Background: an optimization exercise with open tools, aiming at small area. Do not read the settings as production practice. Only simulation tests tie the RTL to the original design; equivalence was not proved. No activity file was given, so power comes from the tool's default toggle rates.

==> flow/design.v <==
`default_nettype none
package rram_isa_pkg;
    localparam int INSTR_W      = 4;
    localparam int OPCODE_W     = 16;
    localparam int INSTR_WORD_W = INSTR_W + OPCODE_W;    
    typedef enum logic [INSTR_W-1:0] {
        INSTR_STORE_RRAM      = 4'd4,
        INSTR_READ_RRAM       = 4'd5,
        INSTR_HAM_SEG_COMPUTE = 4'd7
    } instr_code_t;
    typedef struct packed {
        logic [2:0] burst;       
        logic [2:0] col_base;    
        logic [9:0] row_addr;
    } access_op_t;
    typedef struct packed {
        logic [6:0] rsvd;
        logic       rd_en;       
        logic       acc_clear;   
        logic [3:0] col_burst;   
        logic [2:0] row_seg;
    } compute_op_t;
    typedef union packed {
        access_op_t  access;
        compute_op_t compute;
    } opcode_u;
endpackage
`default_nettype wire
`default_nettype none
package xbar_pkg;
    typedef enum logic [2:0] {
        CMD_NOP,
        CMD_WRITE_WEIGHTS,
        CMD_PROGRAM,
        CMD_READ_CELL,
        CMD_READ_ADC_OUT,
        CMD_WRITE_INPUTS,
        CMD_COMPUTE,
        CMD_READ_PHD
    } xbar_cmd_t;
    localparam logic [2:0] DRV_REF     = 3'b100;
    localparam logic [2:0] DRV_READ_BL = 3'b001;
    localparam logic [2:0] DRV_FLOAT   = 3'b000;
    localparam int ADC_W       = 4;
    localparam int ADC_THERM_W = 15;
    localparam int PHD_ACC_W   = 16;
    localparam int DEF_NUM_WL       = 64;
    localparam int DEF_NUM_SL       = 64;
    localparam int DEF_NUM_ADC      = 4;
    localparam int DEF_DATA_W       = 16;
    localparam int DEF_WRITE_PULSES = 4;
endpackage
`default_nettype wire
`timescale 1ns/1ps
`default_nettype none
import rram_isa_pkg::*;
import xbar_pkg::*;
module instr_sequencer #(
    parameter int NUM_WL       = xbar_pkg::DEF_NUM_WL,
    parameter int NUM_SL       = xbar_pkg::DEF_NUM_SL,
    parameter int NUM_ADC      = xbar_pkg::DEF_NUM_ADC,
    parameter int DATA_W       = xbar_pkg::DEF_DATA_W,
    parameter int WRITE_PULSES = xbar_pkg::DEF_WRITE_PULSES
) (
    input  logic                                  CLK,
    input  logic                                  RESET_ACC,
    input  logic [rram_isa_pkg::INSTR_WORD_W-1:0] instr_dout,
    input  logic                                  instr_empty,
    output logic                                  instr_pop_n,
    input  logic [DATA_W-1:0]                     data_dout,
    input  logic                                  data_empty,
    output logic                                  data_pop_n,
    input  logic                                  out_full,
    output logic                                  out_push_n,
    output logic                                  acc_clear_pulse,
    output xbar_pkg::xbar_cmd_t cmd_cmd,
    output logic [$clog2(NUM_WL)-1:0] cmd_row_idx,
    output logic [$clog2(NUM_WL/(2*DATA_W))-1:0] cmd_row_seg,
    output logic cmd_col_pol,
    output logic [$clog2(NUM_SL)-1:0] cmd_col_offset,
    output logic [$clog2(NUM_SL)-1:0] cmd_word_idx,
    output logic [DATA_W-1:0] cmd_data
);
    localparam int CPA       = NUM_SL / NUM_ADC;           
    localparam int GROUPS    = NUM_SL / DATA_W;            
    localparam int OUT_WORDS = NUM_SL * ADC_W / DATA_W;    
    localparam int ROW_W     = $clog2(NUM_WL);
    localparam int SEG_W     = $clog2(NUM_WL / (2 * DATA_W));
    localparam int COL_W     = $clog2(NUM_SL);
    localparam int CNT_W     = $clog2(2 * WRITE_PULSES + CPA + 1);
    localparam int BEAT_W    = ($clog2(NUM_ADC) > 3) ? $clog2(NUM_ADC) : 3;
    typedef enum logic [2:0] {
        S_INIT,          
        S_IDLE,
        S_STORE,
        S_READ_CELLS,
        S_READ_OUT,
        S_LOAD_INPUTS,
        S_COMPUTE,
        S_PHD_OUT
    } state_t;
    state_t            state;
    rram_isa_pkg::opcode_u           op_q;
    logic [CNT_W-1:0]  cnt;        
    logic [BEAT_W-1:0] beat;       
    rram_isa_pkg::instr_code_t       new_code;
    rram_isa_pkg::opcode_u           new_op;
    logic              instr_pop;
    logic              data_pop;
    logic              out_push;
    assign new_code = rram_isa_pkg::instr_code_t'(instr_dout[INSTR_WORD_W-1 -: INSTR_W]);
    assign new_op   = instr_dout[OPCODE_W-1:0];
    assign instr_pop = (state == S_IDLE) && !instr_empty;
    assign data_pop  = ((state == S_STORE && cnt == '0) || state == S_LOAD_INPUTS) && !data_empty;
    assign out_push  = (state == S_READ_OUT || state == S_PHD_OUT) && !out_full;
    assign instr_pop_n = !instr_pop;
    assign data_pop_n  = !data_pop;
    assign out_push_n  = !out_push;
    assign acc_clear_pulse = instr_pop && (new_code == INSTR_HAM_SEG_COMPUTE)
                             && new_op.compute.acc_clear && !new_op.compute.rd_en;
    always_ff @(posedge CLK) begin
        if (RESET_ACC) begin
            state <= S_INIT;
            op_q  <= '0;
            cnt   <= '0;
            beat  <= '0;
        end else begin
            case (state)
                S_INIT: state <= S_IDLE;
                S_IDLE: begin
                    cnt  <= '0;
                    beat <= '0;
                    if (instr_pop) begin
                        op_q <= new_op;
                        case (new_code)
                            INSTR_STORE_RRAM:      state <= S_STORE;
                            INSTR_READ_RRAM:       state <= S_READ_CELLS;
                            INSTR_HAM_SEG_COMPUTE: begin
                                state <= new_op.compute.rd_en ? S_PHD_OUT : S_LOAD_INPUTS;
                            end
                            default:               state <= S_IDLE;    
                        endcase
                    end
                end
                S_STORE: begin
                    if (cnt == '0) begin
                        if (data_pop) cnt <= cnt + 1'b1;     
                    end else if (cnt == CNT_W'(2 * WRITE_PULSES)) begin
                        cnt <= '0;                           
                        if (beat == BEAT_W'(op_q.access.burst)) state <= S_IDLE;
                        else beat <= beat + 1'b1;
                    end else begin
                        cnt <= cnt + 1'b1;
                    end
                end
                S_READ_CELLS: begin
                    if (cnt == CNT_W'(CPA - 1)) begin
                        cnt   <= '0;
                        state <= S_READ_OUT;
                    end else begin
                        cnt <= cnt + 1'b1;
                    end
                end
                S_READ_OUT: begin
                    if (out_push) begin
                        if (beat == BEAT_W'(op_q.access.burst)) state <= S_IDLE;
                        else beat <= beat + 1'b1;
                    end
                end
                S_LOAD_INPUTS: if (data_pop) state <= S_COMPUTE;
                S_COMPUTE: begin
                    if (cnt == CNT_W'(op_q.compute.col_burst)) state <= S_IDLE;
                    else cnt <= cnt + 1'b1;
                end
                S_PHD_OUT: begin
                    if (out_push) begin
                        if (beat == BEAT_W'(NUM_ADC - 1)) state <= S_IDLE;
                        else beat <= beat + 1'b1;
                    end
                end
                default: state <= S_IDLE;
            endcase
        end
    end
    always_comb begin
        cmd_cmd        = CMD_NOP;
        cmd_row_idx    = op_q.access.row_addr[ROW_W-1:0];    
        cmd_row_seg    = op_q.compute.row_seg[SEG_W-1:0];
        cmd_col_pol    = (cnt > CNT_W'(WRITE_PULSES));       
        cmd_col_offset = COL_W'(cnt);
        cmd_word_idx   = '0;
        cmd_data       = data_dout;
        case (state)
            S_STORE: begin
                if (cnt != '0) cmd_cmd = CMD_PROGRAM;
                else if (!data_empty) cmd_cmd = CMD_WRITE_WEIGHTS;
                cmd_word_idx = COL_W'((int'(op_q.access.col_base) + int'(beat)) % GROUPS);
            end
            S_READ_CELLS: cmd_cmd = CMD_READ_CELL;
            S_READ_OUT: begin
                cmd_cmd      = CMD_READ_ADC_OUT;    
                cmd_word_idx = COL_W'((int'(op_q.access.col_base) + int'(beat)) % OUT_WORDS);
            end
            S_LOAD_INPUTS: if (!data_empty) cmd_cmd = CMD_WRITE_INPUTS;
            S_COMPUTE:     cmd_cmd = CMD_COMPUTE;
            S_PHD_OUT: begin
                cmd_cmd      = CMD_READ_PHD;
                cmd_word_idx = COL_W'(beat);
            end
            default: ;
        endcase
    end
endmodule
`default_nettype wire
`timescale 1ns/1ps
`default_nettype none
import xbar_pkg::*;
module row_driver #(
    parameter int NUM_WL = xbar_pkg::DEF_NUM_WL,
    parameter int DATA_W = xbar_pkg::DEF_DATA_W
) (
    input  logic              CLK,
    input  logic              RESET_ACC,
    input  xbar_pkg::xbar_cmd_t cmd_cmd,
    input  logic [$clog2(NUM_WL)-1:0] cmd_row_idx,
    input  logic [$clog2(NUM_WL/(2*DATA_W))-1:0] cmd_row_seg,
    input  logic [DATA_W-1:0] cmd_data,
    output logic [NUM_WL-1:0] wl_sel,
    output logic              wl_bias_sel    
);
    localparam int SEG_LINES = 2 * DATA_W;   
    logic [NUM_WL-1:0] in_q;                 
    always_ff @(posedge CLK) begin
        if (RESET_ACC) begin
            in_q <= '0;
        end else if (cmd_cmd == CMD_WRITE_INPUTS) begin
            for (int i = 0; i < DATA_W; i++) begin
                in_q[int'(cmd_row_seg) * SEG_LINES + 2 * i]     <= cmd_data[i];
                in_q[int'(cmd_row_seg) * SEG_LINES + 2 * i + 1] <= ~cmd_data[i];    
            end
        end
    end
    always_comb begin
        wl_sel      = '0;
        wl_bias_sel = 1'b0;
        case (cmd_cmd)
            CMD_PROGRAM: begin
                wl_sel[cmd_row_idx] = 1'b1;
                wl_bias_sel         = 1'b1;
            end
            CMD_READ_CELL: wl_sel[cmd_row_idx] = 1'b1;
            CMD_COMPUTE: begin
                wl_sel[int'(cmd_row_seg) * SEG_LINES +: SEG_LINES] =
                    in_q[int'(cmd_row_seg) * SEG_LINES +: SEG_LINES];
            end
            default: ;
        endcase
    end
endmodule
`default_nettype wire
`timescale 1ns/1ps
`default_nettype none
import xbar_pkg::*;
module column_driver #(
    parameter int NUM_SL  = xbar_pkg::DEF_NUM_SL,
    parameter int NUM_ADC = xbar_pkg::DEF_NUM_ADC,
    parameter int DATA_W  = xbar_pkg::DEF_DATA_W
) (
    input  logic                CLK,
    input  logic                RESET_ACC,
    input  xbar_pkg::xbar_cmd_t cmd_cmd,
    input  logic cmd_col_pol,
    input  logic [$clog2(NUM_SL)-1:0] cmd_col_offset,
    input  logic [$clog2(NUM_SL)-1:0] cmd_word_idx,
    input  logic [DATA_W-1:0] cmd_data,
    output logic [NUM_SL*3-1:0] bl_sel,        
    output logic [NUM_SL*3-1:0] sl_sel,
    output logic [NUM_SL-1:0]   sl_mux_sel,    
    output logic [2:0]          bl_bias_sel,
    output logic                sl_bias_sel
);
    localparam int CPA    = NUM_SL / NUM_ADC;
    localparam int GROUPS = NUM_SL / DATA_W;
    logic [NUM_SL-1:0] weight_q;
    logic [NUM_SL-1:0] colsel_q;    
    always_ff @(posedge CLK) begin
        if (RESET_ACC) begin
            weight_q <= '0;
            colsel_q <= '0;
        end else if (cmd_cmd == CMD_WRITE_WEIGHTS) begin
            colsel_q <= '0;
            colsel_q[(int'(cmd_word_idx) % GROUPS) * DATA_W +: DATA_W] <= '1;
            weight_q[(int'(cmd_word_idx) % GROUPS) * DATA_W +: DATA_W] <= cmd_data;
        end
    end
    always_comb begin
        int col;
        col         = 0;
        bl_bias_sel = 3'b000;    
        sl_bias_sel = 1'b0;
        sl_mux_sel  = '0;
        for (int i = 0; i < NUM_SL; i++) begin
            bl_sel[3 * i +: 3] = DRV_REF;
            sl_sel[3 * i +: 3] = DRV_REF;
        end
        case (cmd_cmd)
            CMD_PROGRAM: begin
                for (int i = 0; i < NUM_SL; i++) begin
                    if (colsel_q[i] && !cmd_col_pol) begin
                        bl_sel[3 * i +: 3] = {1'b0, ~weight_q[i], weight_q[i]};
                        sl_sel[3 * i +: 3] = {1'b0, weight_q[i], ~weight_q[i]};
                    end else if (colsel_q[i]) begin
                        bl_sel[3 * i +: 3] = {1'b0, weight_q[i], ~weight_q[i]};    
                        sl_sel[3 * i +: 3] = {1'b0, ~weight_q[i], weight_q[i]};
                    end
                end
                bl_bias_sel = 3'b111;    
                sl_bias_sel = 1'b1;
            end
            CMD_READ_CELL, CMD_COMPUTE: begin
                for (int a = 0; a < NUM_ADC; a++) begin
                    col = a * CPA + (int'(cmd_col_offset) % CPA);
                    bl_sel[3 * col +: 3] = DRV_READ_BL;
                    sl_sel[3 * col +: 3] = DRV_FLOAT;       
                    sl_mux_sel[col]      = 1'b1;
                end
            end
            default: ;
        endcase
    end
endmodule
`default_nettype wire
`timescale 1ns/1ps
`default_nettype none
import xbar_pkg::*;
module adc_readout #(
    parameter int NUM_SL  = xbar_pkg::DEF_NUM_SL,
    parameter int NUM_ADC = xbar_pkg::DEF_NUM_ADC,
    parameter int DATA_W  = xbar_pkg::DEF_DATA_W
) (
    input  logic                                     CLK,
    input  logic                                     RESET_ACC,
    input  xbar_pkg::xbar_cmd_t cmd_cmd,
    input  logic [$clog2(NUM_SL)-1:0] cmd_col_offset,
    input  logic [$clog2(NUM_SL)-1:0] cmd_word_idx,
    input  logic                                     acc_clear_pulse,
    input  logic [NUM_ADC*xbar_pkg::ADC_THERM_W-1:0] adc_therm,
    output logic [DATA_W-1:0]                        out_din
);
    localparam int CPA       = NUM_SL / NUM_ADC;
    localparam int CODES     = DATA_W / ADC_W;      
    localparam int OUT_WORDS = NUM_SL / CODES;
    logic [ADC_W-1:0]     lane_code [NUM_ADC];
    logic [ADC_W-1:0]     code_q    [NUM_SL];       
    logic [PHD_ACC_W-1:0] acc_q     [NUM_ADC];      
    always_comb begin
        for (int a = 0; a < NUM_ADC; a++) begin
            lane_code[a] = '0;
            for (int b = 0; b < ADC_THERM_W; b++) begin
                lane_code[a] = lane_code[a] + ADC_W'(adc_therm[a * ADC_THERM_W + b]);
            end
        end
    end
    always_ff @(posedge CLK) begin
        if (RESET_ACC) begin
            for (int c = 0; c < NUM_SL; c++) code_q[c] <= '0;
            for (int a = 0; a < NUM_ADC; a++) acc_q[a] <= '0;
        end else begin
            for (int a = 0; a < NUM_ADC; a++) begin
                if (cmd_cmd == CMD_READ_CELL)
                    code_q[a * CPA + (int'(cmd_col_offset) % CPA)] <= lane_code[a];
                if (acc_clear_pulse) acc_q[a] <= '0;
                else if (cmd_cmd == CMD_COMPUTE) acc_q[a] <= acc_q[a] + PHD_ACC_W'(lane_code[a]);
            end
        end
    end
    always_comb begin
        out_din = '0;
        case (cmd_cmd)
            CMD_READ_ADC_OUT: begin
                for (int j = 0; j < CODES; j++) begin    
                    out_din[j * ADC_W +: ADC_W] =
                        code_q[(int'(cmd_word_idx) % OUT_WORDS) * CODES + j];
                end
            end
            CMD_READ_PHD: out_din = DATA_W'(acc_q[int'(cmd_word_idx) % NUM_ADC]);
            default: ;
        endcase
    end
endmodule
`default_nettype wire
`timescale 1ns/1ps
`default_nettype none
module rram_ctrl_top #(
    parameter int NUM_WL       = xbar_pkg::DEF_NUM_WL,
    parameter int NUM_SL       = xbar_pkg::DEF_NUM_SL,
    parameter int NUM_ADC      = xbar_pkg::DEF_NUM_ADC,
    parameter int DATA_W       = xbar_pkg::DEF_DATA_W,
    parameter int WRITE_PULSES = xbar_pkg::DEF_WRITE_PULSES
) (
    input  logic                                     CLK,
    input  logic                                     RESET_ACC,
    input  logic [rram_isa_pkg::INSTR_WORD_W-1:0]    instr_dout,    
    input  logic                                     instr_empty,
    output logic                                     instr_pop_n,
    input  logic [DATA_W-1:0]                        data_dout,     
    input  logic                                     data_empty,
    output logic                                     data_pop_n,
    input  logic                                     out_full,      
    output logic                                     out_push_n,
    output logic [DATA_W-1:0]                        out_din,
    output logic [NUM_WL-1:0]                        wl_sel,        
    output logic                                     wl_bias_sel,
    output logic [NUM_SL*3-1:0]                      bl_sel,
    output logic [NUM_SL*3-1:0]                      sl_sel,
    output logic [NUM_SL-1:0]                        sl_mux_sel,
    output logic [2:0]                               bl_bias_sel,
    output logic                                     sl_bias_sel,
    input  logic [NUM_ADC*xbar_pkg::ADC_THERM_W-1:0] adc_therm
);
    logic acc_clear_pulse;    
    xbar_pkg::xbar_cmd_t                  cmd_cmd;
    logic [$clog2(NUM_WL)-1:0]            cmd_row_idx;
    logic [$clog2(NUM_WL/(2*DATA_W))-1:0] cmd_row_seg;
    logic                                 cmd_col_pol;
    logic [$clog2(NUM_SL)-1:0]            cmd_col_offset;
    logic [$clog2(NUM_SL)-1:0]            cmd_word_idx;
    logic [DATA_W-1:0]                    cmd_data;
    instr_sequencer #(
        .NUM_WL(NUM_WL), .NUM_SL(NUM_SL), .NUM_ADC(NUM_ADC),
        .DATA_W(DATA_W), .WRITE_PULSES(WRITE_PULSES)
    ) u_seq (
        .CLK(CLK), .RESET_ACC(RESET_ACC),
        .instr_dout(instr_dout), .instr_empty(instr_empty), .instr_pop_n(instr_pop_n),
        .data_dout(data_dout), .data_empty(data_empty), .data_pop_n(data_pop_n),
        .out_full(out_full), .out_push_n(out_push_n),
        .acc_clear_pulse(acc_clear_pulse),
        .cmd_cmd(cmd_cmd), .cmd_row_idx(cmd_row_idx), .cmd_row_seg(cmd_row_seg),
        .cmd_col_pol(cmd_col_pol), .cmd_col_offset(cmd_col_offset), .cmd_word_idx(cmd_word_idx),
        .cmd_data(cmd_data)
    );
    row_driver #(.NUM_WL(NUM_WL), .DATA_W(DATA_W)) u_row (
        .CLK(CLK), .RESET_ACC(RESET_ACC),
        .cmd_cmd(cmd_cmd), .cmd_row_idx(cmd_row_idx), .cmd_row_seg(cmd_row_seg), .cmd_data(cmd_data),
        .wl_sel(wl_sel), .wl_bias_sel(wl_bias_sel)
    );
    column_driver #(.NUM_SL(NUM_SL), .NUM_ADC(NUM_ADC), .DATA_W(DATA_W)) u_col (
        .CLK(CLK), .RESET_ACC(RESET_ACC),
        .cmd_cmd(cmd_cmd), .cmd_col_pol(cmd_col_pol), .cmd_col_offset(cmd_col_offset),
        .cmd_word_idx(cmd_word_idx), .cmd_data(cmd_data),
        .bl_sel(bl_sel), .sl_sel(sl_sel), .sl_mux_sel(sl_mux_sel),
        .bl_bias_sel(bl_bias_sel), .sl_bias_sel(sl_bias_sel)
    );
    adc_readout #(.NUM_SL(NUM_SL), .NUM_ADC(NUM_ADC), .DATA_W(DATA_W)) u_adc (
        .CLK(CLK), .RESET_ACC(RESET_ACC),
        .cmd_cmd(cmd_cmd), .cmd_col_offset(cmd_col_offset), .cmd_word_idx(cmd_word_idx),
        .acc_clear_pulse(acc_clear_pulse), .adc_therm(adc_therm), .out_din(out_din)
    );
endmodule
`default_nettype wire
==> flow/run.sh <==
#!/bin/bash
# synth_recipe.tcl (not shown) runs the flow's synth.tcl, then flattens the netlist and writes it again
# the make line also repeats each setting of config.mk as NAME=value (left out here)
make -C /OpenROAD-flow-scripts/flow DESIGN_CONFIG=/design/flow/config.mk WORK_HOME=/design/flow/orfs CLKGATE_MAP_FILE= SYNTH_SCRIPT=/design/flow/synth_recipe.tcl finish
==> flow/config.mk <==
export PLATFORM = sky130hd
export DESIGN_NAME = rram_ctrl_top
export DESIGN_NICKNAME = rram_ctrl_top
export VERILOG_FILES = /design/flow/design.v
export SDC_FILE = /design/flow/constraint.sdc
export NUM_CORES = 4
export LEC_CHECK = 0
export CAP_MARGIN = 20
export CORE_MARGIN = 2
export CORE_UTILIZATION = 40
export SLEW_MARGIN = 20
==> flow/constraint.sdc <==
create_clock -name core_clock -period 10.0 [get_ports {CLK}]
set_input_delay 2.0000 -clock core_clock [delete_from_list [all_inputs] [get_ports {CLK}]]
set_output_delay 2.0000 -clock core_clock [all_outputs]
set_load 0.01 [all_outputs]
==> out/metrics.csv <==
stage,metric,value,unit
detailed_routing,DRC violation count after routing,0,
clock_network,# hold bufs at CTS,0,
global_routing,first-pass GRT wire length,207,mm
clock_network,total CTS buffers,53,
sta,Slew Limit Fails,0,
detailed_routing,Total Wirelength,147,mm
synth,post-synthesis sequential area ratio,39.1,%
worst_hold_path,Hold Crit Class,reg -> reg,
die,Die Ht,282,um
sta,worst slew pin tran,1.15,ns
detailed_routing,vias,32100,
worst_setup_path,Worst path slowest cell,dfxtp_1,
pwr,Gate power share,23.6,%
flow_run,Max-Cap Viols,0,
clock_network,CTS clock-pin slew for the worst setup and hold paths,0.07,ns
synth,asr flop ratio synth,0,%
global_routing,grt ovf,0,
final_layout,Nets,4469,
detailed_routing,Antenna Nets Post-Route,0,
run_status,outcome,"complete, no violations",
sta,Setup TNS Final,0,ns
clock_network,postcts setup bufs,0,
worst_setup_path,Critical R2R Launch,u_seq.beat[0],
sta,minimum clock period,8.54,ns
sta,final hold vios,0,
global_routing,vias in the first global route,29000,
worst_setup_path,critical path startpoint category,register,
detailed_routing,DR vias/cell,6.04,
detailed_routing,First-pass DRT Iterations,8,
clock_network,htree depth,2,
clock_network,clock root buffer master,clkbuf_16,
detailed_routing,Starting DRT DRC Count,4504,
placement,Buffers on Ports,635,
placement,HPWL after DPL,108,mm
clock_network,Clock Latency Late Sink,0.63,ns
die,num rows,101,
clock_network,CTS tree,yes,
synth,syn_nets,4030,
worst_setup_path,CP endpoint kind,output pin,
final_layout,Non-Filler Instances,5316,
synth,"Distinct cells, synth",91,
die,core area,0.0762,mm2
global_routing,gr usage total,35.7,%
worst_setup_path,critical path data arrival time,6.54,ns
worst_setup_path,Reg-to-Reg End,u_col.weight_q[0],
clock_network,post-CTS resize count,0,
die,Die X,282,um
worst_setup_path,cells along the critical path,inv_1 -> ha_1 -> ha_1 -> inv_1 -> fa_1 -> nor2b_1 -> nand2_1 -> a2bb2oi_1 -> nand2_1 -> o31ai_1 -> clkdlybuf4s50_1,
final_layout,Area Overhead vs Synth,27.9,%
sta,WHS,0.457,ns
synth,Yosys warnings,134,
sta,FMAX,0.117,GHz
die,initial core utilization,40.5,%
synth,Mapped Cells,3804,
final_layout,layout cells sized above 1,4.86,%
worst_setup_path,Critical Path Max Stage Delay,0.80,ns
sta,Rel. slew slack,23.0,%
detailed_routing,Routed wire per std cell,27.7,um
clock_network,clk buf depth,3,
synth,number of synthesized flops with an enable pin,256,
pwr,Sw Share,33.1,%
pwr,Sequential Power Share,38.6,%
worst_setup_path,CP max FO,12,
pwr,power per cell area,139,mW/mm2
die,Die ar.,0.0795,mm2
placement,pre-CTS setup slack,1.85,ns
sta,RSZ-0062 raised after global routing,no,
sta,Clock Skew,0.0304,ns
worst_setup_path,CP required,8.00,ns
global_routing,largest net degree at the start of global routing,83,
worst_setup_path,R2R depth,11,
placement,routability congestion estimate,1.07,
pwr,Clock power frac,37.8,%
pwr,Pint,3680,uW
synth,synthesized flop and latch total,476,
sta,final setup fails,0,
pwr,P_leak,0.0142,uW
synth,synthesized area,0.0309,mm2
pwr,VDD IR-drop max,0.167,mV
clock_network,# clock sinks,476,
synth,Main synth FF type,edfxtp_1,
placement,Inst Count DP,5217,
sta,period utilisation layout,85.4,%
worst_hold_path,Hold Crit Depth,2,
worst_setup_path,Crit Path Category,reg -> out,
pwr,sw power,1820,uW
global_routing,initial antenna violation count,13,
worst_setup_path,r2r setup slk,6.08,ns
die,IO Pins,637,
sta,final worst-path setup slack,1.46,ns
synth,syn avg cell area,8.12,um2
[critical path: cells and delay by family, from the launching register on]
family,cells,cell delay [ns]
buffers and inverters,3,1.10
adders and majority gates,3,1.50
and+or+nand+nor,3,1.01
AOI/OAI and AO/OA,2,1.48
DFF,1,0.80
[cells in the mapped netlist, drive strengths merged, types with 13 or more instances]
| cell | number | area, um2 |
|---|---|---|
| a211oi | 13 | 97.6 |
| a21o | 39 | 293 |
| a21oi | 238 | 1200 |
| a222oi | 16 | 160 |
| a22oi | 88 | 711 |
| a32oi | 15 | 131 |
| and2 | 89 | 557 |
| and3 | 49 | 307 |
| buf | 123 | 693 |
| clkbuf | 189 | 713 |
| dfxtp | 220 | 4400 |
| edfxtp | 256 | 7690 |
| fa | 44 | 881 |
| ha | 81 | 1010 |
| inv | 131 | 494 |
| mux2i | 48 | 480 |
| nand2 | 538 | 2030 |
| nand2b | 15 | 93.8 |
| nand3 | 71 | 355 |
| nand4 | 19 | 125 |
| nor2 | 707 | 2680 |
| nor2b | 18 | 113 |
| nor3 | 41 | 228 |
| nor4 | 13 | 130 |
| o211ai | 13 | 97.6 |
| o21a | 14 | 106 |
| o21ai | 233 | 1170 |
| o221ai | 28 | 245 |
| o22ai | 124 | 776 |
| o31ai | 15 | 113 |
| xnor2 | 103 | 917 |
| xor2 | 72 | 631 |
[power by group through the flow]
stage	Sequential (uW)	Combinational (uW)	Clock, uW
2_1_floorplan	2150	748	0
3_3_place_gp	2160	1260	0
3_5_place_dp	2160	1280	0
4_1_cts	2120	1290	2090
5_1_grt	2120	1400	2170
6_report	2120	1300	2080
[kinds of logic (layout without fill, tap and decap cells)]
group,after synthesis,in the layout,synth area share [%]
fa+ha+maj,125,125,6.13
compound gates,925,925,19.3
buf+inv,447,926,6.20
simple gates,1607,1607,22.7
mux,49,49,1.59
flops,476,476,39.1
other cells,0,3,0
xor+xnor,175,175,5.01
[routing by layer]
| layer | global-route usage, % | routed length, um | up-vias |
|---|---|---|---|
| met2 | 51.5 | 61500 | 2065 |
| met5 | 1.16 | 111 | - |
| met3 | 10.8 | 17800 | 335 |
| met1 | 49.9 | 61900 | 15600 |
| li1 | - | - | 14100 |
| met4 | 12.9 | 6050 | 10 |
[through the flow]
step                      utilization [%]  area [um2]  power, uW
after floorplan                         -       30900       2900
after global placement               49.4       37700       3420
after detailed placement             49.4       37700       3440
after CTS                            51.8       39500       5490
after global routing                 51.8       39500       5690
final                                51.8       39500       5490
[worst max path at each step]
stage                               endpoint  cells after the start           from
after floorplan           u_adc.acc_q[3][14]                     19  adc_therm[45]
after global placement    u_adc.acc_q[0][14]                     17   adc_therm[0]
after detailed placement  u_adc.acc_q[0][14]                     17   adc_therm[0]
after CTS                        sl_sel[113]                     11   u_seq.cnt[2]
after global routing              bl_sel[30]                     10   u_seq.cnt[2]
final                            sl_sel[113]                     11   u_seq.cnt[2]
[cell usage in the layout, fill, tap and decap left out, types with 15 or more instances in the layout]
master           synthesis  final
xnor2_1                101    101
nand3_1                 71     71
xor2_1                  72     72
a21oi_1                236    235
edfxtp_1               256    256
o21ai_0                224    224
nand4_1                 18     18
a21o_1                  39     39
nor2_1                 701    698
nor2b_1                 18     18
ha_1                    81     81
inv_1                  127    127
a22oi_1                 78     78
a222oi_1                16     16
dfxtp_1                220    220
nor3_1                  39     39
buf_4                   31     62
clkdlybuf4s50_1          0    634
nand2b_1                15     15
and3_1                  49     49
a32oi_1                 15     15
fa_1                    44     44
o22ai_1                124    124
o221ai_1                28     28
nand2_1                535    531
and2_1                  89     88
clkbuf_16                0     54
mux2i_1                 48     48
[area by class of cell]
class                           count  area, um2
Fill cell                        7337      36700
Multi-Input combinational cell   2881      17000
Sequential cell                   476      12100
Timing Repair Buffer              696       6810
Clock buffer                       69       1450
Tap cell                         1030       1290
Inverter                          135        512
Clock inverter                     26        383
Antenna cell                        3       7.51

## port drivers added, routing unchanged
The results above use ideal ports. As a check the final layout listed here was re-extracted and re-timed, cells and wires unchanged. Step 1 sets driving cells, clkbuf_16 on the clock port and buf_2 on the other inputs (assumed; they add their load-dependent delay and slew). Step 2 also shifts input and output timing later by t, the mid clock arrival at the registers, as if the neighbouring blocks saw the same clock. a / b / c = ideal ports / drivers / drivers and shift; a / b = the first two.
shift t [ns]: 0.676
setup slack, ns: 1.465 / 1.401 / 1.751
pins driven straight from the clock port: 1
After both steps setup and hold are still met in this run. The setup slack of this run moves by -0.064 ns with the drivers and by +0.286 ns with both steps.
